This design comes from an exercise in tuning for small area and a short achievable clock period on the open sky130 flow, not from production work.
RTL that was checked went through simulation tests only; none was proved equivalent to the original.
Only the layout flow was run in runs 4 to 6; the RTL was not checked for function there.
Power figures rest on the tool's default switching activity, not on a simulated workload. The flow treats the clock pin as an ideal source, which a real chip does not have.

### flow/config.mk
export PLATFORM = sky130hd
export DESIGN_NAME = mic_pdm_core
export DESIGN_NICKNAME = mic_pdm_core
export VERILOG_FILES = /design/flow/design.v
export SDC_FILE = /design/flow/constraint.sdc
export NUM_CORES = 4
export LEC_CHECK = 0
export CAP_MARGIN = 20
export CORE_MARGIN = 2
export CORE_UTILIZATION = 55
export SETUP_SLACK_MARGIN = 4.1
export SLEW_MARGIN = 20
### flow/constraint.sdc
create_clock -name core_clock -period 7.5 [get_ports {clk}]
set_input_delay 1.5000 -clock core_clock [delete_from_list [all_inputs] [get_ports {clk}]]
set_output_delay 1.5000 -clock core_clock [all_outputs]
set_load 0.01 [all_outputs]
### flow/design.v
module mic_pdm_core #(
  parameter int CLK_DIV = 4,
  parameter int DECIM   = 128,
  parameter int FIFO_AW = 9
) (
  input  logic        clk,
  input  logic        reset,
  input  logic        cs,
  input  logic        read,
  input  logic        write,
  input  logic [4:0]  addr,
  input  logic [31:0] wr_data,
  output logic [31:0] rd_data,
  output logic        mic_clk,
  input  logic        mic_data,
  output logic        mic_lrsel
);
  localparam int W     = $clog2(DECIM + 1);
  localparam int BW    = $clog2(DECIM);
  localparam int DW    = $clog2(CLK_DIV);
  localparam int DEPTH = 2 ** FIFO_AW;
  localparam int CW    = FIFO_AW + 1;
  localparam int NTAP  = 32;
  localparam int TAPSP = DEPTH / NTAP;
  localparam int QAW   = 4;
  localparam int QD    = 2 ** QAW;
  localparam logic [DW-1:0] DIV_LAST = DW'(CLK_DIV - 1);
  localparam logic [BW-1:0] BIT_LAST = BW'(DECIM - 1);
  logic          en;
  logic          clk_q;
  logic [DW-1:0] div;
  logic          sync1;
  logic          sync2;
  logic [BW-1:0] bit_cnt;
  logic [W-1:0]  ones_cnt;
  logic               ovf;
  logic [CW-1:0]      count;
  logic               empty_q;   
  logic               full_q;    
  logic               c1_q, c2_q, c3_q;    
  logic [CW-1:0]      ahead;     
  logic               a_eq3, a_ge3;        
  logic               q_empty, q_full;     
  logic               at_tap;    
  logic [FIFO_AW-1:0] tidx;      
  logic [FIFO_AW-1:0] fpos;      
  logic [QAW:0]       qcnt;      
  logic [QAW-1:0]     qwp, qrp;
  logic [W-1:0]       qmem [QD];
  logic [FIFO_AW-1:0] ph;        
  logic [W-1:0]       tail_q;    
  logic [W-1:0]       h0_q;      
  logic [W-1:0]       h1_q;      
  logic [W-1:0]       ring [DEPTH];
  logic         sel_w;
  logic         pop_req;
  logic         ctl_wr;
  logic         clr_fifo;
  logic         clr_ovf;
  logic         wrap;
  logic         capture;
  logic         push;
  logic [W-1:0] sample;
  logic         do_pop;
  logic         do_push;
  logic         ovf_evt;
  logic [W-1:0] third;
  logic         ins;
  logic         fetch, deq, fadv;
  logic [W-1:0] fdata;
  logic         inc_c, dec_c, inc_a, dec_a, inc_q, dec_q;
  logic         unused;
  assign unused    = &{1'b0, read, addr[4:2], wr_data[31:3]};
  assign mic_lrsel = 1'b0;
  assign mic_clk   = clk_q;
  assign sel_w    = cs & write;
  assign pop_req  = sel_w & (addr[1:0] == 2'd2);
  assign ctl_wr   = sel_w & (addr[1:0] == 2'd3);
  assign clr_fifo = ctl_wr & wr_data[1];
  assign clr_ovf  = ctl_wr & wr_data[2];
  always_ff @(posedge clk or posedge reset) begin
    if (reset) begin
      en <= 1'b0;
    end else if (ctl_wr) begin
      en <= wr_data[0];
    end
  end
  assign wrap    = en && (div == DIV_LAST);
  assign capture = wrap && clk_q;
  always_ff @(posedge clk or posedge reset) begin
    if (reset) begin
      div   <= '0;
      clk_q <= 1'b0;
    end else if (!en) begin
      div   <= '0;
      clk_q <= 1'b0;
    end else begin
      div <= div + DW'(1);
      if (wrap) clk_q <= ~clk_q;
    end
  end
  always_ff @(posedge clk or posedge reset) begin
    if (reset) begin
      sync1 <= 1'b0;
      sync2 <= 1'b0;
    end else begin
      sync1 <= mic_data;
      sync2 <= sync1;
    end
  end
  assign push   = capture && (bit_cnt == BIT_LAST);
  assign sample = ones_cnt + W'(sync2);
  always_ff @(posedge clk or posedge reset) begin
    if (reset) begin
      bit_cnt  <= '0;
      ones_cnt <= '0;
    end else if (!en) begin
      bit_cnt  <= '0;
      ones_cnt <= '0;
    end else if (capture) begin
      bit_cnt <= bit_cnt + BW'(1);
      if (bit_cnt == BIT_LAST) begin
        ones_cnt <= '0;
      end else begin
        ones_cnt <= sample;
      end
    end
  end
  assign do_pop  = pop_req & ~empty_q;
  assign do_push = push & (~full_q | do_pop);
  assign ovf_evt = push & full_q & ~do_pop;
  assign inc_c = do_push & ~do_pop;
  assign dec_c = do_pop & ~do_push;
  always_ff @(posedge clk or posedge reset) begin
    if (reset) begin
      count   <= '0;
      empty_q <= 1'b1;
      full_q  <= 1'b0;
      c1_q    <= 1'b0;
      c2_q    <= 1'b0;
      c3_q    <= 1'b0;
    end else if (clr_fifo) begin
      count   <= '0;
      empty_q <= 1'b1;
      full_q  <= 1'b0;
      c1_q    <= 1'b0;
      c2_q    <= 1'b0;
      c3_q    <= 1'b0;
    end else if (inc_c) begin
      count   <= count + CW'(1);
      empty_q <= 1'b0;
      full_q  <= (count == CW'(DEPTH - 1));
      c1_q    <= empty_q;
      c2_q    <= c1_q;
      c3_q    <= c2_q;
    end else if (dec_c) begin
      count   <= count - CW'(1);
      empty_q <= c1_q;
      full_q  <= 1'b0;
      c1_q    <= c2_q;
      c2_q    <= c3_q;
      c3_q    <= (count == CW'(4));
    end
  end
  always_ff @(posedge clk or posedge reset) begin
    if (reset) begin
      tidx <= '1;
      ph   <= '0;
    end else if (clr_fifo) begin
      tidx <= '1;
      ph   <= '0;
    end else begin
      if (do_push) tidx <= tidx + FIFO_AW'(1);
      ph <= ph + FIFO_AW'(1);
    end
  end
  assign ins = (ph == tidx);
  always_ff @(posedge clk) begin
    ring[DEPTH-1] <= ins ? tail_q : ring[0];
    for (int p = 0; p < DEPTH - 1; p++) ring[p] <= ring[p+1];
  end
  always_ff @(posedge clk) begin
    if (do_push) tail_q <= sample;
  end
  assign fetch = a_ge3 & (a_eq3 | at_tap) & (~q_full | do_pop) & ~clr_fifo;
  assign deq   = do_pop & (~q_empty | fetch);
  assign fadv  = fetch | (do_pop & q_empty);
  assign fdata = a_eq3 ? tail_q : ring[TAPSP * fpos[8:4]];
  assign inc_a = do_push & ~fadv;
  assign dec_a = fadv & ~do_push;
  assign inc_q = fetch & ~deq;
  assign dec_q = deq & ~fetch;
  always_ff @(posedge clk) begin
    if (fetch) qmem[qwp] <= fdata;
  end
  always_ff @(posedge clk or posedge reset) begin
    if (reset) begin
      qwp    <= '0;
      qrp    <= '0;
      fpos   <= FIFO_AW'(2);
      at_tap <= 1'b0;
    end else if (clr_fifo) begin
      qwp    <= '0;
      qrp    <= '0;
      fpos   <= FIFO_AW'(2);
      at_tap <= 1'b0;
    end else begin
      if (fetch) qwp <= qwp + QAW'(1);
      if (deq)   qrp <= qrp + QAW'(1);
      if (!fadv) begin
        fpos   <= fpos - FIFO_AW'(1);
        at_tap <= (fpos[3:0] == 4'd1);
      end
    end
  end
  always_ff @(posedge clk or posedge reset) begin
    if (reset) begin
      qcnt    <= '0;
      q_empty <= 1'b1;
      q_full  <= 1'b0;
    end else if (clr_fifo) begin
      qcnt    <= '0;
      q_empty <= 1'b1;
      q_full  <= 1'b0;
    end else if (inc_q) begin
      qcnt    <= qcnt + (QAW+1)'(1);
      q_empty <= 1'b0;
      q_full  <= (qcnt == (QAW+1)'(QD - 1));
    end else if (dec_q) begin
      qcnt    <= qcnt - (QAW+1)'(1);
      q_empty <= (qcnt == (QAW+1)'(1));
      q_full  <= 1'b0;
    end
  end
  always_ff @(posedge clk or posedge reset) begin
    if (reset) begin
      ahead <= '0;
      a_eq3 <= 1'b0;
      a_ge3 <= 1'b0;
    end else if (clr_fifo) begin
      ahead <= '0;
      a_eq3 <= 1'b0;
      a_ge3 <= 1'b0;
    end else if (inc_a) begin
      ahead <= ahead + CW'(1);
      a_eq3 <= (ahead == CW'(2));
      a_ge3 <= a_ge3 | (ahead == CW'(2));
    end else if (dec_a) begin
      ahead <= ahead - CW'(1);
      a_eq3 <= (ahead == CW'(4));
      a_ge3 <= a_ge3 & ~a_eq3;
    end
  end
  assign third = c3_q ? tail_q : qmem[qrp];
  always_ff @(posedge clk or posedge reset) begin
    if (reset) begin
      h0_q <= '0;
    end else if (clr_fifo) begin
      h0_q <= '0;
    end else if (do_pop) begin
      if (c1_q) h0_q <= do_push ? sample : '0;
      else       h0_q <= h1_q;
    end else if (do_push && empty_q) begin
      h0_q <= sample;
    end
  end
  always_ff @(posedge clk) begin
    if (do_pop) begin
      h1_q <= (c2_q & do_push) ? sample : third;
    end else if (do_push && (empty_q | c1_q)) begin
      h1_q <= sample;
    end
  end
  always_ff @(posedge clk or posedge reset) begin
    if (reset) begin
      ovf <= 1'b0;
    end else if (ovf_evt) begin
      ovf <= 1'b1;
    end else if (clr_ovf) begin
      ovf <= 1'b0;
    end
  end
  always_comb begin
    rd_data = '0;
    unique case (addr[1:0])
      2'd0: rd_data[W-1:0] = h0_q;
      2'd1: begin
        rd_data[0]            = empty_q;
        rd_data[1]            = full_q;
        rd_data[2]            = ovf;
        rd_data[3]            = en;
        rd_data[8+FIFO_AW:8]  = count;
      end
      default: rd_data[0] = en;
    endcase
  end
endmodule
### flow/run.sh
#!/bin/bash
# synth_recipe.tcl (not shown) runs the flow's synth.tcl, then flattens the netlist and writes it again
# the make line also repeats each setting of config.mk as NAME=value (left out here)
make -C /OpenROAD-flow-scripts/flow DESIGN_CONFIG=/design/flow/config.mk WORK_HOME=/design/flow/orfs CLKGATE_MAP_FILE= SYNTH_SCRIPT=/design/flow/synth_recipe.tcl finish
==> results of run 1 <==
routing by layer:
metal / global-route usage [%] / routed length [um]
met5: 0 / 13
met3: 3.639 / 6865
met1: 24.69 / 74440
met2: 24.65 / 63490
met4: 6.190 / 4114
timing repair:
action                     CTS  global route
resized for setup          156            39
buffers inserted            19            27
pin swaps                   10            24
cloned                       2             1
setup endpoints to repair  291           126
final timing paths:
kind                       slack, ns              endpoint  cells past startpoint
setup / recovery                3.84           rd_data[17]                      5
min in group asynchronous       0.98  count[4]$_DFFE_PP0P_                      2
max in group asynchronous       5.36   fpos[4]$_DFFE_PP0P_                      3
hold / removal                  0.25  ring[395][7]$_DFF_P_                      0
hold reg to reg                 0.25  ring[395][7]$_DFF_P_                      0
setup reg to reg                4.17  count[8]$_DFFE_PP0P_                     12
synth_stat cells, drive strengths merged, types with 17 or more instances:
master  count  share of area (%)
ha         33               0.43
mux2i      19               0.20
nand4      28               0.18
clkbuf     34               0.13
and2       38               0.25
a32oi      19               0.17
nor3       36               0.19
buf        61               0.37
o21ai      59               0.31
mux2       31               0.36
a22oi      27               0.22
dfrtp      88                2.3
dfxtp    4096                 85
nand2     114               0.45
o31ai      18               0.15
inv        33               0.13
nand3      67               0.35
a21oi      45               0.23
xor2       37               0.34
xnor2      27               0.25
edfxtp    144                4.5
nor2       89               0.35
and3       17               0.11
mux4       41               0.96
nor2b      24               0.16
area by class of cell:
type                    instances  area [um2]  area share (%)
diodes                          8       20.02         0.01765
clock buffers                 540       11200           9.878
clock inverters               138        1757           1.549
inverters                      34       143.9          0.1269
multi-input cells             956        7491           6.606
flip-flops and latches       4340       88860           78.36
well taps                    2325        2909           2.565
repair buffers                120        1013          0.8937
repair inverters                1       6.256        0.005517
registers in the layout (all words and copies together), names as in the netlist, 2 cells and up:
signal / flops
ring: 4096
qmem: 128
ahead: 10
count: 10
fpos: 9
ph: 9
tidx: 9
h0_q: 8
h1_q: 8
ones_cnt: 8
tail_q: 8
bit_cnt: 7
qcnt: 5
qrp: 4
qwp: 4
div: 2
cell usage in the layout (no fill, tap or decap), types with 14 or more instances in the layout:
| master | n |
|---|---|
| dfxtp_1 | 4096 |
| clkbuf_16 | 397 |
| edfxtp_1 | 144 |
| nand2_1 | 108 |
| buf_4 | 82 |
| dfrtp_1 | 80 |
| nor2_1 | 76 |
| clkbuf_8 | 73 |
| clkbuf_1 | 70 |
| clkinv_2 | 70 |
| nand3_1 | 64 |
| o21ai_0 | 49 |
| a21oi_1 | 41 |
| mux4_2 | 41 |
| bufinv_16 | 38 |
| xor2_1 | 37 |
| inv_1 | 31 |
| mux2_2 | 31 |
| nor3_1 | 29 |
| and2_1 | 28 |
| nand4_1 | 28 |
| xnor2_1 | 27 |
| ha_1 | 27 |
| a22oi_1 | 25 |
| a32oi_1 | 19 |
| nor2b_1 | 18 |
| mux2i_1 | 18 |
| and3_1 | 17 |
| o31ai_1 | 15 |
| conb_1 | 15 |
| clkinvlp_4 | 14 |
power by group:
part	internal, mW	leakage [nW]	total, mW	switching (mW)
Sequential	23.4	35.6	23.7	0.286
Clock	11.7	6.39	19.7	7.95
Combinational	0.958	3.28	2.67	1.71
logic make-up (layout without fill, tap and decap cells):
kind of cell	Yosys count	after routing	synth area share, %
DFF	4340	4340	92.26
buffers and inverters	129	833	0.6406
other	1	23	0.003894
adders and majority gates	35	35	0.4704
xor gates and xnor gates	64	64	0.5821
muxes	91	91	1.519
and+or+nand+nor	470	472	2.488
AOI/OAI and AO/OA	279	279	2.039
critical path, stage by stage:
cell	delay [ns]
buf_12	0.12
nor2b_4	0.13
buf_6	0.12
and2_1	0.14
buf_2	0.13
per-stage QoR:
stage | setup slack [ns] | utilization, % | instances | total power, mW | hold slack [ns]
2_1_floorplan | 3.442 | - | 5423 | 25.50 | 0.3096
3_3_place_gp | 2.225 | 57.31 | 7726 | 26.66 | 0.3096
3_5_place_dp | 2.271 | 57.31 | 7727 | 26.68 | 0.3121
4_1_cts | 3.818 | 64.99 | 8426 | 46.41 | 0.2586
5_1_grt | 3.798 | 65.23 | 8454 | 47.64 | 0.2646
6_report | 3.841 | 65.24 | 8462 | 46.06 | 0.2538
==> results.txt, run 1 <==
- The most used flip-flop cell after synthesis is dfxtp_1.
- The routed length per instance is 17.60 um.
- The final setup violation count is 0.
- The total overflow left after global routing is 0.
- The transition time of the tightest slew-check pin is around 0.93 ns.
- In this run the worst hold path is classified as register to register.
- The critical path starts at addr[0].
- After synthesis, the mean cell area works out to 17.80 um2.
- The clock tree root buffer cell is clkbuf_16.
- The number of hold violations in the final report was 0.
- The flow ran to the end and the layout has no timing, DRC or antenna violations.
- The CTS sink count is between 4000 and 5000.
- After routing the design area is around 0.11 mm2.
- TritonCTS built the clock tree.
- The HPWL after detailed placement is 87.60 mm.
- The leakage power is approximately 45 nW.
- The ratio of routed vias to standard cells is 4.472.
- The detailed-route via count is about 38000.
- The initial cell density of the core is a little under three fifths.
- The register clock-pin slew on the reported worst setup and hold paths is roughly 0.060 ns.
- Setup repair after global routing could not meet its margin everywhere.
- The clock passes through at most 4 buffers.
- In the routed design, unresolved DRC markers number 0.
- The endpoint kind of the worst setup timing path is a primary output.
- In this run the power density over the cells is 406.2 mW/mm2.
- The summed negative setup slack over all endpoints is 0 ns.
- The port buffer count is 28.
- The number of ports placed on the die boundary is 77.
- The startpoint identified for the worst hold timing path is ring[396][7]$_DFF_P_.
- In the final layout, the share of cells above drive strength 1 is between 10% and 20%.
- The remaining max-slew budget at the tightest pin is 37.71%.
- The weighted congestion at the end of routability-driven global placement is about 0.76.
- The number of antenna-violating nets in the routed design is 0.
- The critical path data arrival time is 2.16 ns.
- After filler insertion, the fill cell instance count of the layout stands at about 12000.
- The clock tree synthesis step divided the H-tree into 5 levels.
- The maximum operating frequency is roughly 270 MHz.
- The fraction of the cycle the final worst path needs is approximately half.
- The worst path needs about 3.7 ns of the cycle, external delays included.
- The number of pins exceeding their max-slew limit in the final report is 0.
- After detailed placement, the total cell area comes to roughly 0.1 mm2.
- The max-capacitance violation count is 0.
- The later pin in the worst-skew pair is clocked with a latency of 0.94 ns.
- The worst setup path is launched from a primary input.
- The number of global-route vias before repair was about 38000.
- The proportion of synthesized flip-flops having asynchronous set or reset is about 2.3%.
- Buffers inserted to repair hold after CTS numbered 0.
- TritonCTS created 390 clock buffers.
- The start of the worst register-to-register path is div[0]$_DFF_PP0_.
- In this run, distinct cell masters in the synthesized netlist total 85.
- The largest net degree at the start of global routing is between 50 and 60.
- The final layout contains routed wiring with a total length of 148.9 mm.
- The setup path with the least slack is of type primary input to primary output.
- The gate count after technology mapping is between 5000 and 6000.
- The data required time at the worst endpoint is around 6.0 ns.
- The final worst clock skew is 0.07517 ns.
- Synthesis inferred around 4300 register bits.
- The number of synthesized flops with an enable pin is ~140.
- Yosys printed 2 warnings.
- The number of antenna violations at the first check in global routing was 24.
- The starting DRC count in detailed routing is approximately 2200.
- The floorplan die height is about 420 um.
- Compared with the post-synthesis result, the final layout area differs by 17.76%.
- The die area is roughly 0.18 mm2.
- In the final design database the tool counted slightly below 6000 nets.
- After floorplanning, the core was divided into around 150 placement rows.
- The all-layer global routing usage is between 10% and 20%.
- The maximum fanout encountered on the critical timing path is 9.
- Summing the sequential cell areas from Yosys gives about 90% of the chip area.
- The floorplan step set the die width to roughly 420 um.
- The number of optimization iterations in the first detailed-route pass is 5.
- The global-route wire length before repair is 226.1 mm.
- The core outline area is around 0.17 mm2.
- The maximum VDD drop is roughly 0.24 mV.
- The cell area that synthesis handed to floorplanning was 0.09630 mm2.
==> run 2: changes to the inputs <==
==> flow/flow/run.sh (new file) <==
#!/bin/bash
# Standard ORFS layout; only the clock tree synthesis arguments differ:
# larger sink clusters and no dummy loads.
set -euo pipefail
export CTS_ARGS="-sink_clustering_enable -repair_clock_nets -dont_use_dummy_load -sink_clustering_size 30 -sink_clustering_max_diameter 60"
bash standard.sh > standard.log 2>&1
==> flow/standard.sh (new file) <==
#!/bin/bash
# synth_recipe.tcl (not shown) runs the flow's synth.tcl, then flattens the netlist and writes it again
# the make line also repeats each setting of config.mk as NAME=value (left out here)
make -C /OpenROAD-flow-scripts/flow DESIGN_CONFIG=/design/flow/config.mk WORK_HOME=/design/flow/orfs CLKGATE_MAP_FILE= SYNTH_SCRIPT=/design/flow/synth_recipe.tcl "${@:-finish}"
removed: flow/run.sh
==> run 2 against run 1 <==
Compared with the run above:
- still clean on timing, DRC and antenna
- register-to-register slack better by 0.03 ns
- clock power is 46% lower
- utilization down 4.8 points
- hold slack lost 0.018 ns
- total power fell by 20%
- sequential share of layout area up 6.2 points
- critical endpoint is now rd_data[15]
- highest routed layer is now met4
==> results.txt, run 2 <==
- The cell family contributing the most delay on the critical path is buffers and inverters.
- The floorplan die height is 422.4 um.
- The fraction of layout cells with a size suffix above 1 is 8.768%.
- Summing the areas of all xor and xnor instances in the mapped netlist gives less than 1% of the synthesized area.
- In the final routed layout, each cell accounts on average for around 18 um.
- The count of buffer and inverter cells on the critical path is 3.
- After synthesis, the mean cell area works out to between 15 and 20 um2.
- The final critical path takes up between 40% and 50% of the cycle.
- After synthesis, the largest family of logic cells by area is simple AND/OR/NAND/NOR gates.
- The detailed-route via count is roughly 36000.
- The post-synthesis cell type count is 85.
- After detailed routing, the number of vias per cell comes to between 4 and 5.
- The clock drives ~4300 sinks.
- The worst path setup slack after routing is between 3 and 4 ns.
- The register with the most flip-flops in the final layout is ring.
- The final worst clock skew is a little over 0.09 ns.
- After synthesis, the largest area contributor takes up around 85% of total cell area.
- Summed over all layers, the routed wires come to around 140 mm.
- The starting DRC count in detailed routing is roughly 2300.
- The adder-cell share of the synthesized area is less than 1%.
- The number of nets in the finished design is between 5000 and 6000.
- Walking the worst path, the cells encountered are buf_12, nor2b_4, buf_6, and2_4, buf_2.
- The maximum single-stage delay on the critical path is roughly 0.16 ns.
- In this run the tool buffered the top-level ports with 28 buffer cells.
- The proportion of synthesized flip-flops having asynchronous set or reset is about 2.3%.
- Detailed placement finished with a half-perimeter wire length of approximately 90 mm.
- Clock-pin slew was measured on the worst setup and hold paths at 0.10 ns.
- The initial cell density of the core is between 50% and 60%.
- Global routing consumed, over all layers together, 16.01% of the routing resources.
- The most common library cell in the layout ignoring fill and taps is dfxtp_1.
- The first detailed-routing pass took 6 iterations.
- The number of hold violations in the final report is 0.
- In this run the worst path has a maximum fanout of 8.
- The remaining max-slew budget at the tightest pin is a little under two fifths.
- For the worst-skew pair, the clock arrives at the later sink with an insertion delay of 0.82 ns.
- The worst setup path is of the primary input to primary output kind.
- Summing the sequential cell areas from Yosys gives roughly 90% of the chip area.
- At the worst endpoint, the required time is approximately 6.0 ns.
- The register with the most flip-flops in the layout has a little over 4000 of them.
- For the pin with the worst max-slew slack, the measured transition is 0.9267 ns.
- The share of cell area taken by muxes after synthesis is 1.519%.
- The region available for standard cell placement spans 0.1738 mm2.
- The final setup violation count is 0.
- The number of antenna violations at the first check in global routing is 21.
- The number of ports placed on the die boundary is 77.
- The leakage power is 41.11 nW.
- The number of filler cells placed in the layout is 12950.
- At the end of routability-driven placement, the weighted congestion stood at about 0.76.
- Data on the critical path arrives at its endpoint at between 2 and 2.5 ns.
- The TritonCTS clock tree is yes.
- After synthesis the netlist holds a flip-flop and latch count of between 4000 and 5000.
- In this run the power density over the cells is between 300 and 400 mW/mm2.
- The number of pins exceeding their max-slew limit in the final report is 0.
- The largest registers in the layout are ring (4096), qmem (128).
- The overflow left after global routing is 0.
- The area of the mapped netlist is roughly 0.096 mm2.
- Summing the areas of all compound-gate instances in the mapped netlist gives under 10% of the synthesized area.
- The biggest area contributor in the post-synthesis netlist is dfxtp_1.
- The standard-cell row count is 153.
- The die covers 0.1784 mm2.
- The maximum operating frequency is between 200 and 300 MHz.
- Before CTS, the worst setup slack after placement is around 2.3 ns.
- The number of buffers between clock root and the deepest sink is 3.
- Leaving out fill and tap cells, the most frequent cells in the layout are dfxtp_1, clkbuf_16, edfxtp_1, nand2_1, dfrtp_1.
- Max-cap violations in this run came to 0.
- The largest net degree at the start of global routing is 57.
- Adding up every negative setup slack in the final design gives 0 ns.
- STA classifies the critical path endpoint as a primary output.
- Yosys attributes the largest share of cell area to dfxtp_1, edfxtp_1, dfrtp_1.
- The simple-gate share of the synthesized area is roughly 2.5%.
- The run finished with no timing, DRC or antenna violations.
- The number of global-route vias before repair came to around 35000.
- The clock tree root buffer cell is clkbuf_16.
- The number of antenna-violating nets in the routed design is 0.
- The maximum VDD drop is 0.2747 mV.
- On the critical path, the stage with the largest delay is an instance of nor2b_4.
- Sorting the synthesized cells by how often they occur yields dfxtp_1, edfxtp_1, nand2_1.
- The total clock buffers created by CTS is between 150 and 200.
- The die boundary width is between 400 and 500 um.
- The gate count after technology mapping is 5409.
- In the routed design, unresolved DRC markers number 0.
- The launching element type of the critical path is a primary input.
- The first global-routing pass estimated 214.0 mm of wire.
- The yosys synthesis warning count is 2.
- In this run, synthesis inferred 144 flip-flops with an integrated enable.
- The H-tree depth is 4.
- The final critical delay including setup and external delays is ~3.7 ns.
- The dominant synthesized flop cell is dfxtp_1.
- The area added between synthesis and finish is 9.066%.
- The tightest min-delay check is of the register to register type.
- The most frequent cell after synthesis is dfxtp_1.
- Setup repair after global routing could not meet its margin everywhere.
run 2: cell counts after synthesis:
Identical to the previous run, type by type.
run 2: worst paths after layout:
path	from	endpoint	slack, ns	cells after the start
min in group asynchronous	reset	ahead[6]$_DFFE_PP0P_	1.13	2
worst max-delay path	addr[0]	rd_data[15]	3.83	5
worst max register to register	bit_cnt[1]$_DFFE_PP0P_	count[8]$_DFFE_PP0P_	4.20	13
worst min-delay path	ring[122][7]$_DFF_P_	ring[121][7]$_DFF_P_	0.24	0
max in group asynchronous	reset	en$_DFFE_PP0N_	5.23	3
worst min register to register	ring[122][7]$_DFF_P_	ring[121][7]$_DFF_P_	0.24	0
run 2: cell families (layout without fill, tap and decap cells):
family | after synthesis | count (layout)
adders and majority gates | 35 | 35
xor gates and xnor gates | 64 | 64
DFF | 4340 | 4340
muxes | 91 | 91
and+or+nand+nor | 470 | 471
AOI/OAI and AO/OA | 279 | 279
buffers and inverters | 129 | 339
other | 1 | 23
run 2: routing by layer:
metal  wire length (um)  GRT usage, %  up-vias
li1                   -             -    17790
met1              72650         24.26    17640
met2              60020         23.51      566
met3               6160         2.991      220
met4               3426         4.679        0
met5                  0             0        -
run 2: power breakdown:
group	switching (mW)	total, mW	internal, mW
Sequential	0.280	23.7	23.4
Combinational	1.72	2.69	0.968
Clock	6.25	10.7	4.41
run 2: metrics by stage:
stage / cell area, um2 / utilization (%) / instances / total power, mW / hold slack, ns
2_1_floorplan: 96520 / - / 5423 / 25.50 / 0.3096
3_3_place_gp: 99610 / 57.31 / 7726 / 26.66 / 0.3096
3_5_place_dp: 99620 / 57.31 / 7727 / 26.68 / 0.3121
4_1_cts: 104700 / 60.24 / 7939 / 37.34 / 0.2397
5_1_grt: 105000 / 60.41 / 7959 / 38.43 / 0.2341
6_report: 105000 / 60.42 / 7967 / 37.05 / 0.2360
run 2: cell type report:
class                      count  area [um2]  area share [%]
antenna                        8       20.02         0.01906
clock buffer                 185        4629           4.408
inverter                      34       147.6          0.1406
multi-input combinational    955        7441           7.085
sequential                  4340       88860           84.61
tap                         2325        2909           2.770
timing repair buffer         119        1015          0.9662
timing repair inverter         1       6.256        0.005957
run 2: repair_timing:
item | CTS | global route
gates resized for setup | 160 | 35
pin swaps | 18 | 14
hold buffers | 0 | 0
cloned | 2 | 0
buffers inserted | 25 | 20
endpoints found under the setup margin | 291 | 135
==> run 3: changes to the inputs <==
==> flow/flow/run.sh (replaced) <==
#!/bin/bash
# Standard ORFS layout; only the clock tree synthesis arguments differ:
# larger sink clusters and no dummy loads.
set -euo pipefail
export CTS_ARGS="-sink_clustering_enable -repair_clock_nets -dont_use_dummy_load -sink_clustering_size 32 -sink_clustering_max_diameter 100"
bash standard.sh > standard.log 2>&1
==> run 3 against run 2 <==
Compared with the run above:
- still clean on timing, DRC and antenna
- hold slack better by 0.020 ns
- clock skew shrank 0.017 ns
- synthesized area unchanged
- largest cell class unchanged
- highest routed layer unchanged
==> results.txt, run 3 <==
- The flow ran to the end and the layout has no timing, DRC or antenna violations.
- After technology mapping, the gate count stands at ~5400.
- Setup violations remaining at the end of the flow were counted as 0.
- The synthesized netlist occupies a cell area of just under 0.1 mm2.
- The area added between synthesis and finish is 8.401%.
- During I/O placement, the number of pins put on the boundary was 77.
- The routed length per instance is 17.78 um.
- The summed negative setup slack over all endpoints is 0 ns.
- In this run, the number of DRC markers left after iteration 0 of detailed routing was around 2200.
- The critical path class is primary input to primary output.
- In the synthesized netlist the dominant register cell turns out to be dfxtp_1.
- Setup repair after global routing could not meet its margin everywhere.
- The fraction of the cycle the final worst path needs is 48.91%.
- The internal power contribution is approximately 28 mW.
- The fraction of layout cells with a size suffix above 1 is 8.466%.
- Dividing total power by cell area gives a power density of 347.0 mW/mm2.
- The number of global-route vias before repair is 34560.
- Of the post-synthesis cell area, the dominant cell type holds a little under nine tenths.
- The register with the most flip-flops in the layout has 4096 of them.
- The start of the worst register-to-register path is fpos[6]$_DFFE_PP0P_.
- The leakage power is slightly above 40 nW.
- The weighted congestion at the end of routability-driven global placement is between 0.7 and 0.8.
- For the worst-skew pair, the clock arrives at the later sink with an insertion delay of between 0.8 and 0.9 ns.
- The post-detailed-routing wire length is 141.4 mm.
- The floorplan step set the die height to 422.4 um.
- The hold path depth is 0.
- The share of total power in combinational logic is under 10%.
- The ratio of routed vias to standard cells is between 4 and 5.
- At the pin with the least slew margin, the transition time is around 0.92 ns.
- The standard cell area after detailed placement is ~0.1 mm2.
- The placed wire-length estimate after detailed placement is between 80 and 90 mm.
- The detail route stage leaves a number of antenna-violating nets equal to 0.
- Timing analysis after detailed placement gives a worst setup slack of 2.271 ns.
- Of the synthesized area, sequential elements account for between 90% and 100%.
- The endpoint kind of the worst setup timing path is a primary output.
- The most frequent cell after synthesis is dfxtp_1.
- The smallest clock period supported by the final layout is computed as about 3.7 ns.
- The largest register by flop count is ring.
- Power comes to around 36 mW.
- The commonest cells after synthesis are dfxtp_1, edfxtp_1, nand2_1.
- TritonCTS built the clock tree.
- The remaining max-slew budget at the tightest pin is 38.09%.
- The highest metal layer carrying signal wires in the routed design is met4.
- Global routing used about 16% of the available tracks.
- For this design the total switching power over the nets is 8.094 mW.
- Entering global routing, the biggest net connects between 50 and 60 pins.
- Buffers inserted during clock tree synthesis total 155.
- The die is roughly 420 um wide.
- The number of nets in the finished design is about 5700.
- Data on the critical path arrives at its endpoint at 2.17 ns.
- The clock tree root buffer cell is clkbuf_16.
- The standard-cell row count is approximately 150.
- The maximum VDD drop is around 0.25 mV.
- The final worst clock skew is around 0.076 ns.
- For this run, design rule violations remaining after detail routing come to 0.
- The launching element type of the critical path is a primary input.
- Leaving out fill and tap cells, the most frequent cell in the layout is dfxtp_1.
- The port buffer count is 28.
- The setup check on the worst reg-to-reg path leaves a slack of about 4.2 ns.
- The path class of the tightest hold or removal check is register to register.
- The yosys synthesis warning count is 2.
- The routed design uses 6.187 mm of met3 wire.
- Data on the critical path is required at its endpoint by around 6 ns.
- The register clock-pin slew on the reported worst setup and hold paths is about 0.11 ns.
- The floorplan step defined a die boundary enclosing ~0.18 mm2.
- The post-layout utilization of the core is between 60% and 70%.
- The endpoint identified for the worst register-to-register timing path is qmem[15][0]$_DFFE_PP_.
- The core outline area is 0.1738 mm2.
- Timing would allow up to roughly 270 MHz.
- In the layout the commonest cells are dfxtp_1, clkbuf_16, edfxtp_1, nand2_1, buf_4.
- The H-tree depth is 4.
- Global routing finished with a remaining overflow of 0.
- By area the synthesized netlist is led by dfxtp_1, edfxtp_1, dfrtp_1.
- The worst hold path begins at ring[311][5]$_DFF_P_.
- The max-capacitance violation count is 0.
- The cell type contributing the most total cell area after synthesis is dfxtp_1.
- The number of hold violations in the final report is 0.
- Counting flops with an async set or reset pin after synthesis yields a share of 2.304%.
- The number of antenna violations at the first check in global routing came to 22.
- The path with the worst hold slack has its endpoint at ring[310][5]$_DFF_P_.
- The number of pins exceeding their max-slew limit in the final report is 0.
- In the final layout, the registers with the most flip-flops are ring (4096), qmem (128).
- CTS saw approximately 4300 sinks.
- Of the total power, the clock network draws 27.2%.
- The worst path setup slack after routing is 3.832 ns.
- The number of buffers between clock root and the deepest sink is 3.
- The global-route wire length before repair is approximately 210 mm.
- After synthesis, the netlist uses 85 different library cells.
- The sequential group share of total power is ~65%.
- The post-synthesis sequential element count is ~4300.
- In this run the worst path has a maximum fanout of 4.
- Across all layers, the routed design uses between 30000 and 40000 vias.
- The routed metal-1 wirelength is roughly 70 mm.
- A synthesized cell averages 17.80 um2.
- For this configuration, the core starts out at a cell density of between 50 and 60%.
- In this run switching power makes up ~22% of total power.
- The finished cells cover roughly 0.10 mm2.
- The routed design uses between 50 and 60 mm of met2 wire.
- The number of synthesized flops with an enable pin is ~140.
- The number of cells on the worst reg-to-reg path is 10.
- The number of optimization iterations in the first detailed-route pass is 7.
## run 3: how the worst max path moves through the flow
stage                     cells past startpoint              endpoint    start
final                                         5            rd_data[1]  addr[0]
after global routing                          6            rd_data[6]  addr[0]
after CTS                                     6            rd_data[6]  addr[1]
after detailed placement                     12  count[8]$_DFFE_PP0P_  addr[0]
after global placement                       11  count[8]$_DFFE_PP0P_  addr[0]
after floorplan                              13  ahead[8]$_DFFE_PP0P_  addr[0]
## run 3: repair_timing
action / in CTS / in global routing
cloned: 3 / 1
pin swaps: 15 / 27
endpoints found under the hold margin: 0 / 0
hold buffers: 0 / 0
setup endpoints to repair: 290 / 105
resized for setup: 163 / 40
setup buffers: 22 / 28
## run 3: critical path: stages
cell	delay (ns)
buf_12	0.11
buf_4	0.13
mux2i_1	0.12
nor2_2	0.15
buf_2	0.15
## run 3: through the flow
stage                     instances  hold WS, ns
after floorplan                5423       0.3096
after global placement         7726       0.3096
after detailed placement       7727       0.3121
after CTS                      7907       0.2602
after global routing           7936       0.2614
final                          7951       0.2563
## run 3: kinds of logic (layout without fill, tap and decap cells)
group	Yosys count	after routing	synth area share, %
simple gates	470	472	2.488
mux	91	91	1.519
other cells	1	30	0.003894
flops	4340	4340	92.26
fa+ha+maj	35	35	0.4704
buf+inv	129	315	0.6406
compound gates	279	279	2.039
xor+xnor	64	64	0.5821
## run 3: power by group through the flow
stage / clock network (mW) / logic (mW) / registers (mW)
floorplan: 0 / 1.45 / 24.1
global placement: 0 / 2.40 / 24.3
detailed placement: 0 / 2.42 / 24.3
CTS: 10.2 / 2.59 / 23.7
global route: 11.0 / 2.84 / 23.8
finish: 9.84 / 2.68 / 23.7
## run 3: layout make-up
cell class | instances | area, um2
sequential | 4340 | 88860
fill | 13000 | 69440
multi-input combinational | 956 | 7478
clock buffer | 155 | 3879
tap | 2325 | 2909
timing repair buffer | 125 | 1075
inverter | 34 | 143.9
antenna | 15 | 37.54
timing repair inverter | 1 | 6.256
## run 3: metal layers
| layer | track usage (%) | vias to the layer above |
|---|---|---|
| met3 | 2.891 | 192 |
| met4 | 4.423 | 0 |
| met2 | 23.42 | 536 |
| met1 | 24.14 | 17580 |
| li1 | - | 17720 |
| met5 | 0 | - |
==> run 4: changes to the inputs <==
--- a/flow/design.v
+++ b/flow/design.v
@@ -20,9 +20,10 @@
   localparam int DW    = $clog2(CLK_DIV);
   localparam int DEPTH = 2 ** FIFO_AW;
   localparam int CW    = FIFO_AW + 1;
-  localparam int NTAP  = 32;
+  localparam int NTAP  = 64;
   localparam int TAPSP = DEPTH / NTAP;
-  localparam int QAW   = 4;
+  localparam int TB    = $clog2(TAPSP);
+  localparam int QAW   = TB;
   localparam int QD    = 2 ** QAW;
   localparam logic [DW-1:0] DIV_LAST = DW'(CLK_DIV - 1);
   localparam logic [BW-1:0] BIT_LAST = BW'(DECIM - 1);
@@ -185,7 +186,7 @@
   assign fetch = a_ge3 & (a_eq3 | at_tap) & (~q_full | do_pop) & ~clr_fifo;
   assign deq   = do_pop & (~q_empty | fetch);
   assign fadv  = fetch | (do_pop & q_empty);
-  assign fdata = a_eq3 ? tail_q : ring[TAPSP * fpos[8:4]];
+  assign fdata = a_eq3 ? tail_q : ring[TAPSP * fpos[FIFO_AW-1:TB]];
   assign inc_a = do_push & ~fadv;
   assign dec_a = fadv & ~do_push;
   assign inc_q = fetch & ~deq;
@@ -209,7 +210,7 @@
       if (deq)   qrp <= qrp + QAW'(1);
       if (!fadv) begin
         fpos   <= fpos - FIFO_AW'(1);
-        at_tap <= (fpos[3:0] == 4'd1);
+        at_tap <= (fpos[TB-1:0] == TB'(1));
       end
     end
   end
==> run 4 against run 3 <==
Compared with the run above:
- register-to-register slack got worse by 0.05 ns
- first-iteration DRC count rose by 39%
- flip-flop and latch count fell by 67
- critical path type unchanged
- highest routed layer unchanged
==> results.txt, run 4 <==
- The flow ran to the end and the layout has no timing, DRC or antenna violations.
- The path class of the tightest hold or removal check is register to register.
- For this run, the slowest stage of the critical path takes approximately 0.15 ns.
- The max-capacitance violation count is 0.
- The first global-routing pass estimated 239.9 mm of wire.
- The maximum fanout encountered on the critical timing path is 8.
- Summed over all cells, the static leakage comes to 40.39 nW.
- The first detailed-routing pass took 8 iterations.
- TritonCTS built the clock tree.
- The proportion of total power due to net switching is between 20% and 30%.
- The largest register by flop count is ring.
- The die boundary width is 417.6 um.
- The internal power contribution is ~28 mW.
- The starting DRC count in detailed routing is 3104.
- In this run the most critical hold path is launched from ring[338][3]$_DFF_P_.
- The yosys synthesis warning count is 2.
- The fraction of the cycle the final worst path needs is approximately 48%.
- The number of global-route vias before repair came to roughly 35000.
- The maximum operating frequency is between 200 and 300 MHz.
- Synthesis produced a netlist whose cell count is around 5300.
- In the final timing run, aggregate negative setup slack is 0 ns.
- Setup repair after global routing could not meet its margin everywhere.
- a little under 80 I/O pins were placed.
- The ratio of routed vias to standard cells is between 4 and 5.
- Port buffering added 28 buffers.
- The most common library cell in the layout ignoring fill and taps is dfxtp_1.
- The post-synthesis average cell area is between 15 and 20 um2.
- Summing every instance area after synthesis gives 0.09410 mm2.
- The region available for standard cell placement spans 0.1697 mm2.
- The floorplan has between 150 and 200 rows.
- The critical path launch point is addr[0].
- For flop-to-flop paths, the worst setup slack is a little over 4 ns.
- In this run the cell area measured after placement is 0.09770 mm2.
- The total overflow left after global routing is 0.
- The later pin in the worst-skew pair is clocked with a latency of 0.83 ns.
- The area growth from synthesis to layout is 9.479%.
- The number of pins exceeding their max-slew limit in the final report is 0.
- After synthesis the netlist holds a flip-flop and latch count of around 4300.
- Among all cell types in the netlist, the one instantiated most often is dfxtp_1.
- No sink is reached through more buffers than the 3 on the longest clock path.
- The number of remaining DRC errors is 0.
- The final worst clock skew is roughly 0.078 ns.
- Registers are responsible for around two thirds of the overall power.
- The number of hold violations in the final report came to 0.
- Sorting the synthesized cells by how often they occur yields dfxtp_1, nor2_1, a22oi_1, nand2_1, dfrtp_1.
- The remaining max-slew budget at the tightest pin is 30.24%.
- The transition time of the tightest slew-check pin is about 1.0 ns.
- Summing all non-filler instances in the final layout gives an area of 0.1030 mm2.
- The die area is 0.1744 mm2.
- The final setup violation count is 0.
- The critical path data arrival time is 2.12 ns.
- The fraction of layout cells with a size suffix above 1 is under 10%.
- The number of filler cells placed in the layout is around 13000.
- The synthesized design devotes to its leading area cell type 87.14% of total area.
- Clock tree synthesis selected as its root buffer the cell clkbuf_16.
- Counting flops with a built-in enable in the synthesized netlist gives 80.
- Clock-pin slew was measured on the worst setup and hold paths at approximately 0.11 ns.
- Summed over all nets, the switching power comes to between 7 and 8 mW.
- The slowest stage of the critical path is the and2_4 cell.
- Together, buffers and inverters on the worst path number 3.
- The number of antenna violations at the first check in global routing is 26.
- The endpoint kind of the worst setup timing path is a primary output.
- The share of total power in combinational logic is under 10%.
- The proportion of synthesized flip-flops having asynchronous set or reset is ~2.3%.
- The routed design has around 170 mm of wire.
- The startpoint identified for the worst register-to-register timing path is fpos[5]$_DFFE_PP0P_.
- The sequential cell area fraction in the yosys report is between 90% and 100%.
- The critical path class is primary input to primary output.
- The routed length per instance is around 22 um.
- The dominant synthesized flop cell is dfxtp_1.
- The top cell types in the final layout, fill and taps aside, are dfxtp_1, clkbuf_16, buf_4, nand2_1, a22oi_1.
- Measured along the y axis, the die boundary spans around 420 um.
- The cell family contributing the most delay on the critical path is buffers and inverters.
- The all-layer global routing usage is between 10% and 20%.
- After synthesis, the netlist uses 66 different library cells.
- Buffers inserted during clock tree synthesis total 153.
- The weighted congestion at the end of routability-driven global placement is ~0.8.
- STA classifies the critical path startpoint as a primary input.
- The cell type contributing the most total cell area after synthesis is dfxtp_1.
- Entering global routing, the biggest net connects between 60 and 70 pins.
- Power spread over the standard cell area amounts to about 340 mW/mm2.
- The count of nets left with antenna violations once routing finished came out at 0.
- The final critical delay including setup and external delays is approximately 3.6 ns.
- The placed wire-length estimate after detailed placement is ~110 mm.
- Summing over every cut layer, the via total after detailed routing is 37220.
- In this run, post-CTS hold repair placed 0 buffers.
- VDD sags by at most approximately 0.23 mV.
- In this run the number of H-tree levels came out at 4.
- The CTS sink count is roughly 4300.
- The register with the most flip-flops in the layout has between 4000 and 5000 of them.
- The signal on the critical path passes through buf_12, nor2b_4, buf_6, and2_4, buf_6.
- The number of nets in the finished design is between 5000 and 6000.
- In the final layout, the registers with the most flip-flops are ring (4096), qmem (64).
- By area the synthesized netlist is led by dfxtp_1, edfxtp_1, dfrtp_1.
- The most numerous cell type found on the critical path is buf_6.
- Once the floorplan was initialized, standard cells occupied a little under three fifths of the core.
- At the worst endpoint, the required time is about 6.0 ns.
- The clock network is responsible for 27.9% of the overall power.
==> run 4: cell types whose count changed after synthesis, sizes merged, moves of 32 or more <==
cell    previous run  this run
edfxtp           144        80
nor2              89       143
a22oi             27        99
a22o              14        74
nand3             67        35
a221oi             5        74
==> run 4: what timing repair did <==
| action | CTS | global route |
|---|---|---|
| gates resized for setup | 197 | 49 |
| endpoints found under the setup margin | 184 | 77 |
| setup buffers | 56 | 29 |
| cloned | 3 | 0 |
| pin swaps | 32 | 27 |
==> run 4: final timing paths <==
check	cells after the start	end
worst max-delay path	5	rd_data[15]
worst min-delay path	0	ring[337][3]$_DFF_P_
worst max register to register	9	qmem[0][1]$_DFFE_PP_
worst min register to register	0	ring[337][3]$_DFF_P_
max in group asynchronous	3	ahead[4]$_DFFE_PP0P_
min in group asynchronous	2	qrp[1]$_DFFE_PP0P_
==> run 4: layer usage <==
metal,vias up,wire length [um],global-route usage (%),share of wire [%]
met5,-,0,0,0
met4,0,5784,6.975,3.4
met3,267,8398,3.147,4.9
met2,775,73440,29.00,43
met1,18300,83400,28.91,49
li1,17880,-,-,-
==> run 4: area by class of cell <==
type | instances | area, um2 | area share [%]
clock buffers | 153 | 3829 | 3.717
multi-input cells | 996 | 7692 | 7.467
well taps | 2218 | 2775 | 2.694
diodes | 7 | 17.52 | 0.01700
flip-flops and latches | 4273 | 86860 | 84.32
inverters | 22 | 98.84 | 0.09595
repair buffers | 192 | 1739 | 1.688
==> run 4: power by group through the flow <==
stage / sequential, mW / clock (mW) / combinational (mW)
after global routing: 23.3 / 10.8 / 2.19
after detailed placement: 23.8 / 0 / 1.54
final: 23.2 / 9.79 / 2.06
after floorplan: 23.6 / 0 / 1.04
after CTS: 23.2 / 10.0 / 1.81
after global placement: 23.8 / 0 / 1.53
==> run 4: through the flow <==
step	instances	worst slack, ns	hold WS, ns	power [mW]	util [%]
floorplan	5355	3.429	0.3096	24.63	-
global placement	7612	1.983	0.3095	25.29	57.58
detailed placement	7612	2.009	0.3121	25.30	57.59
CTS	7824	3.873	0.2715	35.08	60.42
global route	7855	3.863	0.2614	36.25	60.71
finish	7861	3.883	0.2616	35.06	60.72
==> run 4: cells by family (layout without fill, tap and decap cells) <==
kind of cell | Yosys count | in the layout | synth area share, %
adder cells (fa/ha/maj) | 31 | 31 | 0.4282
flip-flops | 4273 | 4273 | 92.29
buffers and inverters | 87 | 367 | 0.4960
XOR/XNOR | 60 | 60 | 0.5585
AND/OR/NAND/NOR | 456 | 457 | 2.468
multiplexers | 40 | 40 | 0.6502
other | 1 | 22 | 0.003985
AO/OA/AOI/OAI | 393 | 393 | 3.102
==> run 5: changes to the inputs <==
--- a/flow/design.v
+++ b/flow/design.v
@@ -20,10 +20,9 @@
   localparam int DW    = $clog2(CLK_DIV);
   localparam int DEPTH = 2 ** FIFO_AW;
   localparam int CW    = FIFO_AW + 1;
-  localparam int NTAP  = 64;
+  localparam int NTAP  = 32;
   localparam int TAPSP = DEPTH / NTAP;
-  localparam int TB    = $clog2(TAPSP);
-  localparam int QAW   = TB;
+  localparam int QAW   = 4;
   localparam int QD    = 2 ** QAW;
   localparam logic [DW-1:0] DIV_LAST = DW'(CLK_DIV - 1);
   localparam logic [BW-1:0] BIT_LAST = BW'(DECIM - 1);
@@ -186,7 +185,7 @@
   assign fetch = a_ge3 & (a_eq3 | at_tap) & (~q_full | do_pop) & ~clr_fifo;
   assign deq   = do_pop & (~q_empty | fetch);
   assign fadv  = fetch | (do_pop & q_empty);
-  assign fdata = a_eq3 ? tail_q : ring[TAPSP * fpos[FIFO_AW-1:TB]];
+  assign fdata = a_eq3 ? tail_q : ring[TAPSP * fpos[8:4]];
   assign inc_a = do_push & ~fadv;
   assign dec_a = fadv & ~do_push;
   assign inc_q = fetch & ~deq;
@@ -210,7 +209,7 @@
       if (deq)   qrp <= qrp + QAW'(1);
       if (!fadv) begin
         fpos   <= fpos - FIFO_AW'(1);
-        at_tap <= (fpos[TB-1:0] == TB'(1));
+        at_tap <= (fpos[3:0] == 4'd1);
       end
     end
   end
@@ -281,18 +280,52 @@
       ovf <= 1'b0;
     end
   end
-  always_comb begin
-    rd_data = '0;
-    unique case (addr[1:0])
-      2'd0: rd_data[W-1:0] = h0_q;
-      2'd1: begin
-        rd_data[0]            = empty_q;
-        rd_data[1]            = full_q;
-        rd_data[2]            = ovf;
-        rd_data[3]            = en;
-        rd_data[8+FIFO_AW:8]  = count;
-      end
-      default: rd_data[0] = en;
-    endcase
+  mic_pdm_rd_b0 u_rd0 (
+    .a0(addr[0]), .a1(addr[1]), .h(h0_q[0]), .s(empty_q), .e(en), .y(rd_data[0])
+  );
+  mic_pdm_rd_lo u_rd1 (.a0(addr[0]), .a1(addr[1]), .h(h0_q[1]), .s(full_q), .y(rd_data[1]));
+  mic_pdm_rd_lo u_rd2 (.a0(addr[0]), .a1(addr[1]), .h(h0_q[2]), .s(ovf),    .y(rd_data[2]));
+  mic_pdm_rd_lo u_rd3 (.a0(addr[0]), .a1(addr[1]), .h(h0_q[3]), .s(en),     .y(rd_data[3]));
+  for (genvar k = 4; k < W; k++) begin : g_rdh
+    mic_pdm_rd_head u_rd (.a0(addr[0]), .a1(addr[1]), .d(h0_q[k]), .y(rd_data[k]));
+  end
+  for (genvar k = 0; k < CW; k++) begin : g_rdc
+    mic_pdm_rd_cnt u_rd (.a0(addr[0]), .a1(addr[1]), .d(count[k]), .y(rd_data[8+k]));
   end
+  assign rd_data[31:8+CW] = '0;
+endmodule
+module mic_pdm_rd_b0 (
+  input  logic a0,
+  input  logic a1,
+  input  logic h,
+  input  logic s,
+  input  logic e,
+  output logic y
+);
+  assign y = a1 ? e : (a0 ? s : h);
+endmodule
+module mic_pdm_rd_lo (
+  input  logic a0,
+  input  logic a1,
+  input  logic h,
+  input  logic s,
+  output logic y
+);
+  assign y = ~a1 & (a0 ? s : h);
+endmodule
+module mic_pdm_rd_head (
+  input  logic a0,
+  input  logic a1,
+  input  logic d,
+  output logic y
+);
+  assign y = d & ~a0 & ~a1;
+endmodule
+module mic_pdm_rd_cnt (
+  input  logic a0,
+  input  logic a1,
+  input  logic d,
+  output logic y
+);
+  assign y = d & a0 & ~a1;
 endmodule
--- a/flow/config.mk
+++ b/flow/config.mk
@@ -10,3 +10,5 @@
 export CORE_UTILIZATION = 55
 export SETUP_SLACK_MARGIN = 4.1
 export SLEW_MARGIN = 20
+export SYNTH_HIERARCHICAL = 1
+export SYNTH_MINIMUM_KEEP_SIZE = 0
==> run 5 against run 4 <==
Compared with the run above:
- still clean on timing, DRC and antenna
- global-route usage down 3.7 points
- routed wire length fell by 18%
- die area rose by 2.1%
- worst setup slack better by 0.089 ns
- cell area grew 0.85%
- synthesized cell count grew 0.49%
- register-to-register slack better by 0.02 ns
- via count decreased by 3.6%
- critical endpoint is now rd_data[1]
- highest routed layer unchanged
==> results.txt, run 5 <==
- The share of total power dissipated in combinational logic is approximately 6.5%.
- The post-synthesis sequential element count is ~4300.
- The number of filler cells placed in the layout is 13030.
- The core outline area is between 0.15 and 0.2 mm2.
- Dividing the detail-routed wire length by the instance count gives 17.80 um.
- The total power consumption of the routed design is approximately 36 mW.
- The switching power summed over all nets is just under 8 mW.
- The worst path in the final design needs a cycle of roughly 3.5 ns, including I/O delays and setup.
- The synthesized design spends more area on one cell type than any other, namely dfxtp_1.
- The maximum single-stage delay on the critical path is 0.21 ns.
- In the layout the commonest cells are dfxtp_1, clkbuf_16, edfxtp_1, nor2_1, nand2_1.
- Of the total power, the clock network draws approximately 28%.
- The area occupied by registers is approximately 0.089 mm2.
- Averaged over all synthesized cells, the footprint is approximately 18 um2.
- The ratio of routed vias to standard cells is ~4.5.
- The standard-cell row count is ~150.
- The fraction of the cycle the final worst path needs is between 40% and 50%.
- After clock tree synthesis, the clock-pin slew on the worst setup and hold paths is approximately 0.10 ns.
- The largest net degree at the start of global routing is between 60 and 70.
- The worst setup path is captured at a primary output.
- The post-detailed-routing wire length is 140.4 mm.
- For the worst setup path, the data required time is around 6.0 ns.
- The maximum fanout encountered on the critical timing path is 6.
- The initial utilization of the core area, before any placement, comes to 55.31%.
- The fraction of layout cells with a size suffix above 1 is ~7.3%.
- The worst path setup slack after routing is around 4.0 ns.
- STA puts the critical path data arrival time at approximately 2.0 ns.
- The commonest cells after synthesis are dfxtp_1, edfxtp_1, nor2_1.
- After the first detailed-routing iteration, the DRC count stood at approximately 2500.
- The number of pins exceeding their max-slew limit in the final report is 0.
- The number of antenna-violating nets in the routed design is 0.
- The area of the mapped netlist is 0.09614 mm2.
- The internal power of the cells totals 27.89 mW.
- At the pin with the least slew margin, the transition time is a little under 1 ns.
- The number of optimization iterations in the first detailed-route pass is 7.
- The number of global-route vias before repair is around 35000.
- The share of the Yosys chip area taken by registers is 92.41%.
- After the flow finishes, the layout carries non-filler instances totaling just under 8000.
- After the last flow step, the layout net total stands at about 5600.
- The worst pin sits at a relative slew slack of a little over a third.
- The overflow left after global routing is 0.
- The die boundary width is around 420 um.
- The maximum VDD drop is 0.2466 mV.
- Counting along the longest clock path gives a buffer depth of 3.
- The total clock buffers created by CTS is roughly 160.
- The insertion delay to the later sink of the worst-skew pair is 0.84 ns.
- The synthesized design contains between 100 and 150 enable-type register cells.
- Net switching is between 20% and 30% of the power.
- The number of hold violations in the final report is 0.
- The detailed-route via count is between 30000 and 40000.
- The largest registers in the layout are ring (4096), qmem (128).
- The library cell used most frequently in the layout, excluding fill and tap cells, is dfxtp_1.
- The yosys synthesis warning count is 8.
- The final worst clock skew is a little under 0.07 ns.
- The largest register by flop count is ring.
- 77 I/O pins were placed.
- Hold is met by between 0.2 and 0.3 ns.
- The worst setup path is of the primary input to primary output kind.
- Synthesis instantiated just under 90 different standard cells from the library.
- The max-capacitance violation count is 0.
- For this run, asynchronously set or reset flops after synthesis account for between 2 and 2.5%.
- The multi-input combinational cell area is 0.007186 mm2.
- The clock tree root buffer cell is clkbuf_16.
- After detailed placement, the design holds a cell count of roughly 7700.
- Yosys instantiated no cell more often than dfxtp_1.
- The congestion estimate from routability-driven global placement came to between 0.7 and 0.8.
- The port buffer count is 28.
- In the synthesized netlist the dominant register cell turns out to be dfxtp_1.
- The flow ran to the end and the layout has no timing, DRC or antenna violations.
- The global-route wire length before repair is roughly 210 mm.
- The HPWL after detailed placement is roughly 87 mm.
- The class of the worst hold path is register to register.
- Sorting the synthesized cells by area gives the leading types as dfxtp_1, edfxtp_1, dfrtp_1.
- The floorplan step defined a die boundary enclosing between 0.15 and 0.2 mm2.
- Setup repair after global routing could not meet its margin everywhere.
- The setup check on the worst reg-to-reg path leaves a slack of roughly 4.1 ns.
- TritonCTS built the clock tree.
- Walking the worst path, the cells encountered are buf_16, mux2i_1, nor2_1, buf_2.
- Setup violations remaining at the end of the flow were counted as 0.
- The share of synthesized area in the top cell type comes to a little under nine tenths.
- Static timing analysis puts the maximum clock frequency at ~280 MHz.
- The area added between synthesis and finish is 8.066%.
- For this design the ratio of total power to cell area is around 340 mW/mm2.
- The number of antenna violations at the first check in global routing is 17.
- The clock tree synthesis step divided the H-tree into 4 levels.
- The floorplan die height is approximately 420 um.
- Global routing used 15.73% of the available tracks.
- The worst-case setup slack after placement is around 1.8 ns.
- The leakage power is approximately 40 nW.
- The gate count after technology mapping is approximately 5400.
- The sequential group share of total power is about 66%.
- The number of remaining DRC errors is 0.
- After routing, the total negative slack on setup checks comes to 0 ns.
- The worst setup path is launched from a primary input.
- The slowest library cell on the worst path is mux2i_1.
- Clock tree synthesis found a total of approximately 4300 sinks.
- The register with the most flip-flops in the layout has slightly above 4000 of them.
run 5: metrics by stage:
stage | util [%] | cell area [um2]
after floorplan | - | 96270
after global placement | 57.18 | 99390
after detailed placement | 57.19 | 99400
after CTS | 59.65 | 103700
after global routing | 59.75 | 103900
final | 59.77 | 103900
run 5: timing repair:
item                                    CTS  global route
hold buffers                              0             0
setup buffers                            20             3
cloned                                    4             3
pin swaps                                15             5
gates resized for setup                 139            26
endpoints found under the setup margin  319           123
run 5: path summary, 6_finish.rpt:
path	from	end	cells past startpoint
worst max-delay path	addr[0]	rd_data[1]	4
worst min-delay path	ring[390][3]$_DFF_P_	ring[389][3]$_DFF_P_	0
worst max register to register	fpos[8]$_DFFE_PP0P_	qmem[12][6]$_DFFE_PP_	8
worst min register to register	ring[390][3]$_DFF_P_	ring[389][3]$_DFF_P_	0
max in group asynchronous	reset	fpos[7]$_DFFE_PP0P_	3
min in group asynchronous	reset	h0_q[6]$_DFFE_PP0P_	2
run 5: layer usage:
layer	routed length, um	share of wire, %	vias to the layer above	track usage, %
li1	-	-	17640	-
met1	71620	51	17480	23.80
met2	58400	42	573	22.80
met3	6499	4.6	206	3.031
met4	3916	2.8	0	5.256
met5	0	0	-	0
run 5: Yosys stat by module, one instance, submodules excluded:
module,cells,copies in the design
mic_pdm_rd_head,1,4
mic_pdm_rd_lo,2,3
mic_pdm_rd_cnt,1,10
mic_pdm_rd_b0,3,1
mic_pdm_core,5344,1
run 5: final cells by class:
type / count / share of cell area [%]
Clock buffer: 155 / 3.733
Multi-Input combinational cell: 933 / 6.917
Inverter: 28 / 0.1108
Timing Repair Buffer: 97 / 0.8828
Tap cell: 2325 / 2.800
Sequential cell: 4340 / 85.53
Antenna cell: 11 / 0.02650
run 5: cells by family (layout without fill, tap and decap cells):
logic type      after synthesis  after routing  synth area share (%)
compound gates              266            267                 1.944
xor+xnor                     58             58                0.5362
fa+ha+maj                    35             35                0.4711
buf+inv                     110            280                0.5753
flops                      4340           4340                 92.41
mux                          78             78                 1.359
other cells                   1             26              0.003901
simple gates                479            480                 2.699
run 5: power groups by stage:
stage               sequential [mW]  combinational, mW  clock [mW]
floorplan                      24.0               1.14           0
global placement               24.2               2.06           0
detailed placement             24.2               2.07           0
CTS                            23.6               2.26        10.2
global route                   23.6               2.44        11.0
finish                         23.6               2.31        9.85
run 5: worst max-delay path, delay by kind of cell:
kind,cells,cell delay [ns]
buffers and inverters,2,0.25
AND/OR/NAND/NOR,1,0.07
multiplexers,1,0.21
==> run 6: changes to the inputs <==
--- a/flow/design.v
+++ b/flow/design.v
@@ -20,9 +20,10 @@
   localparam int DW    = $clog2(CLK_DIV);
   localparam int DEPTH = 2 ** FIFO_AW;
   localparam int CW    = FIFO_AW + 1;
-  localparam int NTAP  = 32;
+  localparam int NTAP  = 64;
   localparam int TAPSP = DEPTH / NTAP;
-  localparam int QAW   = 4;
+  localparam int TB    = $clog2(TAPSP);
+  localparam int QAW   = TB;
   localparam int QD    = 2 ** QAW;
   localparam logic [DW-1:0] DIV_LAST = DW'(CLK_DIV - 1);
   localparam logic [BW-1:0] BIT_LAST = BW'(DECIM - 1);
@@ -185,7 +186,7 @@
   assign fetch = a_ge3 & (a_eq3 | at_tap) & (~q_full | do_pop) & ~clr_fifo;
   assign deq   = do_pop & (~q_empty | fetch);
   assign fadv  = fetch | (do_pop & q_empty);
-  assign fdata = a_eq3 ? tail_q : ring[TAPSP * fpos[8:4]];
+  assign fdata = a_eq3 ? tail_q : ring[TAPSP * fpos[FIFO_AW-1:TB]];
   assign inc_a = do_push & ~fadv;
   assign dec_a = fadv & ~do_push;
   assign inc_q = fetch & ~deq;
@@ -209,7 +210,7 @@
       if (deq)   qrp <= qrp + QAW'(1);
       if (!fadv) begin
         fpos   <= fpos - FIFO_AW'(1);
-        at_tap <= (fpos[3:0] == 4'd1);
+        at_tap <= (fpos[TB-1:0] == TB'(1));
       end
     end
   end
==> flow/flow/run.sh (replaced) <==
#!/bin/bash
# Standard ORFS layout; only the clock tree synthesis arguments differ:
# larger sink clusters and no dummy loads.
set -euo pipefail
export CTS_ARGS="-sink_clustering_enable -repair_clock_nets -dont_use_dummy_load -sink_clustering_size 30 -sink_clustering_max_diameter 60"
bash standard.sh > standard.log 2>&1
==> run 6 against run 5 <==
Compared with the run above:
- flip-flop and latch count down 67
- cell area shrank 0.25%
- synthesized cell count increased by 6.3%
- cell count grew 3.5%
- largest power group unchanged
- die area shrank 0.74%
- highest routed layer unchanged
- via count up 6.8%
- utilization is 0.51 points higher
- largest cell class unchanged
- combinational power increased by 2%
- global-route usage increased by 1.5 points
- total power rose by 0.81%
==> results.txt, run 6 <==
- The most frequent cell after synthesis is dfxtp_1.
- In this run the deepest clock path goes through 3 buffers.
- The fraction of layout cells with a size suffix above 1 is under 10%.
- Across all hold checks on the routed design, the worst slack comes to 0.2473 ns.
- After synthesis, the mean cell area works out to roughly 17 um2.
- The number of optimization iterations in the first detailed-route pass is 5.
- At the worst endpoint, the arrival time is approximately 2.1 ns.
- The number of global-route vias before repair came to between 30000 and 40000.
- The class of the worst hold path is register to register.
- The port buffer count is 28.
- By count the netlist is led by dfxtp_1, nand3_1, nand4_1.
- For this run, the post-layout net count is about 6000.
- The die is 420.5 um wide.
- The flow ran to the end and the layout has no timing, DRC or antenna violations.
- The fraction of post-synthesis cell area in the top cell type by area is ~86%.
- The final setup violation count is 0.
- The post-synthesis sequential element count is ~4300.
- The largest register by flop count is ring.
- The clock arrives with 0.08644 ns of skew.
- The remaining max-slew budget at the tightest pin is 26.31%.
- TritonCTS built the clock tree.
- In the final routed layout, each cell accounts on average for 18.57 um.
- The count of nets left with antenna violations once routing finished came out at 0.
- The post-layout utilization of the core is ~60%.
- The transition time of the tightest slew-check pin is ~1.1 ns.
- The number of hold violations in the final report is 0.
- The register with the most flip-flops in the layout has between 4000 and 5000 of them.
- The number of synthesized flops with an enable pin is 80.
- TritonCTS created 181 clock buffers.
- The weighted congestion at the end of routability-driven global placement is 0.7625.
- The most common library cell in the layout ignoring fill and taps is dfxtp_1.
- Across the VDD grid, the largest voltage drop is between 0.2 and 0.25 mV.
- The clock tree root buffer cell is clkbuf_16.
- Sequential cells were found to cover 91.01% of the synthesized design area.
- The floorplan has between 150 and 200 rows.
- Of the available clock period, the critical path in the final layout requires 48.42%.
- Once placement completed, the tool counted placed cells totaling 7945.
- The H-tree depth is 4.
- The final design area excluding fillers is 0.1036 mm2.
- For this run, the number of standard cells in the final layout without fillers is approximately 8200.
- The number of antenna violations at the first check in global routing is 13.
- The area of the mapped netlist is around 0.095 mm2.
- The area occupied by registers is 0.08686 mm2.
- STA classifies the critical path startpoint as a primary input.
- The number of pins exceeding their max-slew limit in the final report was 0.
- The dominant synthesized flop cell is dfxtp_1.
- The area added between synthesis and finish is 8.603%.
- Counting distinct cell types in the post-synthesis netlist gives 74.
- Summed over all failing endpoints, the final setup total negative slack is 0 ns.
- Entering global routing, the biggest net connects 106 pins.
- Global routing finished with a remaining overflow of 0.
- The post-detailed-routing wire length is 151.6 mm.
- The standard cell area after detailed placement is around 0.098 mm2.
- For this design the static power due to leakage is 40.57 nW.
- The multi-input combinational cells in the finished layout cover a total of 0.008317 mm2.
- Hold repair after CTS inserted 0 buffers.
- CTS saw 4273 sinks.
- For the finished layout, the period the worst path requires is 3.631 ns.
- The worst setup path is captured at a primary output.
- The critical path in this run is classified as primary input to primary output.
- The number of ports placed on the die boundary is 77.
- The ratio of routed vias to standard cells is between 4 and 5.
- The detailed-route via count is around 38000.
- The all-layer global routing usage is between 10% and 20%.
- Ranked by total cell area, the synthesized netlist is headed by dfxtp_1, nand3_1, edfxtp_1.
- Across the run, the number of max-cap violations was 0.
- The data required time at the worst endpoint is about 6.0 ns.
- Derived from the worst setup path, the maximum achievable clock frequency is about 280 MHz.
- The die area is approximately 0.18 mm2.
- The gate count after technology mapping is between 5000 and 6000.
- Clock-pin slew was measured on the worst setup and hold paths at around 0.10 ns.
- The floorplan step defined a core boundary enclosing 0.1719 mm2.
- The number of filler cells placed in the layout is roughly 13000.
- Setup repair after global routing could not meet its margin everywhere.
- The cell type contributing the most total cell area after synthesis is dfxtp_1.
- The largest registers in the layout are ring (4096), qmem (64).
- The floorplan die height is between 400 and 500 um.
- The insertion delay to the later sink of the worst-skew pair is about 0.84 ns.
- The placed wire-length estimate after detailed placement is approximately 88 mm.
- The maximum fanout encountered on the critical timing path is 6.
- Power spread over the standard cell area amounts to between 300 and 400 mW/mm2.
- The global-route wire length before repair is roughly 230 mm.
- For this run, design rule violations remaining after detail routing come to 0.
- For this run, asynchronously set or reset flops after synthesis account for under 10%.
- After the first detailed-routing iteration, the DRC count stood at about 2400.
- Once the floorplan was initialized, standard cells occupied 55.50% of the core.
- During synthesis, Yosys emitted a total of 8 warnings.
- The library cells used most frequently in the layout, excluding fill and tap cells, are dfxtp_1, nand3_1, clkbuf_16, nand4_1, nand2_1.
-- run 6: changes by cell type after synthesis, moves of 13 or more --
cell      delta
a22oi_1     -13
a32oi_1     -29
and3_1      -32
buf_1       +18
clkbuf_1    +47
edfxtp_1    -64
mux4_2      -24
nand3_1    +442
nand4_1    +100
nor2_1      -18
nor4_1      +21
o21ai_0     -19
-- run 6: path summary, 6_finish.rpt --
kind	from	to	slack (ns)	depth (start not counted)
hold reg to reg	ring[126][1]$_DFF_P_	ring[125][1]$_DFF_P_	0.25	0
min in group asynchronous	reset	h0_q[4]$_DFFE_PP0P_	1.14	2
max in group asynchronous	reset	fpos[6]$_DFFE_PP0P_	4.90	3
setup / recovery	addr[0]	rd_data[3]	3.87	5
hold / removal	ring[126][1]$_DFF_P_	ring[125][1]$_DFF_P_	0.25	0
setup reg to reg	fpos[5]$_DFFE_PP0P_	qmem[6][5]$_DFFE_PP_	4.14	7
-- run 6: stage by stage --
step	power, mW	setup slack (ns)
detailed placement	25.98	1.856
floorplan	24.90	3.519
global route	37.38	3.814
global placement	25.96	1.803
CTS	36.30	3.861
finish	36.06	3.869
-- run 6: layout make-up --
| type | count | area share, % |
|---|---|---|
| Tap cell | 2310 | 2.789 |
| Antenna cell | 7 | 0.01690 |
| Clock buffer | 181 | 4.371 |
| Sequential cell | 4273 | 83.82 |
| Inverter | 25 | 0.1063 |
| Multi-Input combinational cell | 1267 | 8.026 |
| Timing Repair Buffer | 99 | 0.8645 |
| Timing Repair inverter | 1 | 0.008452 |
-- run 6: power breakdown --
group | internal [mW] | switching (mW)
combinational | 0.698 | 1.66
sequential | 22.9 | 0.271
clock | 4.32 | 6.17
-- run 6: cells by family after synthesis --
logic type | synth area share (%)
AO/OA/AOI/OAI | 1.122
XOR/XNOR | 0.5875
adder cells (fa/ha/maj) | 0.4222
buffers and inverters | 0.8313
flip-flops | 91.01
multiplexers | 0.7579
other | 0.003930
AND/OR/NAND/NOR | 5.262
-- run 6: per-module statistics from Yosys (local to each module, per instance) --
module           flops+latches  cell area [um2]  cells inside
mic_pdm_rd_lo                0            13.76             2
mic_pdm_core              4273            95220          5681
mic_pdm_rd_cnt               0            8.758             1
mic_pdm_rd_b0                0            18.77             3
mic_pdm_rd_head              0            12.51             1
-- run 6: routing by layer --
layer / routed length, um / GRT usage, % / up-vias
li1: - / - / 18750
met4: 3555 / 5.115 / 0
met3: 7112 / 3.130 / 230
met5: 0 / 0 / -
met1: 76840 / 26.09 / 18750
met2: 64070 / 25.44 / 600
-- run 6: what timing repair did --
item,4_1_cts,5_1_grt
endpoints found under the setup margin,209,115
pin swaps,11,15
gates cloned,3,1
resized for setup,142,31
setup buffers,11,15
-- run 6: critical path, stage by stage --
cell and delay [ns]:
buf_12 0.11, buf_12 0.12, mux2i_1 0.21, nor2_1 0.06, buf_2 0.14

Re-timed with assumed drivers on the ports (clkbuf_16 on the clock, buf_2 on other inputs), run 6 has 3.801 ns of setup slack against 3.869 ns with ideal ports, and 3.204 ns once port delays also move by the mid clock arrival of 0.877 ns.
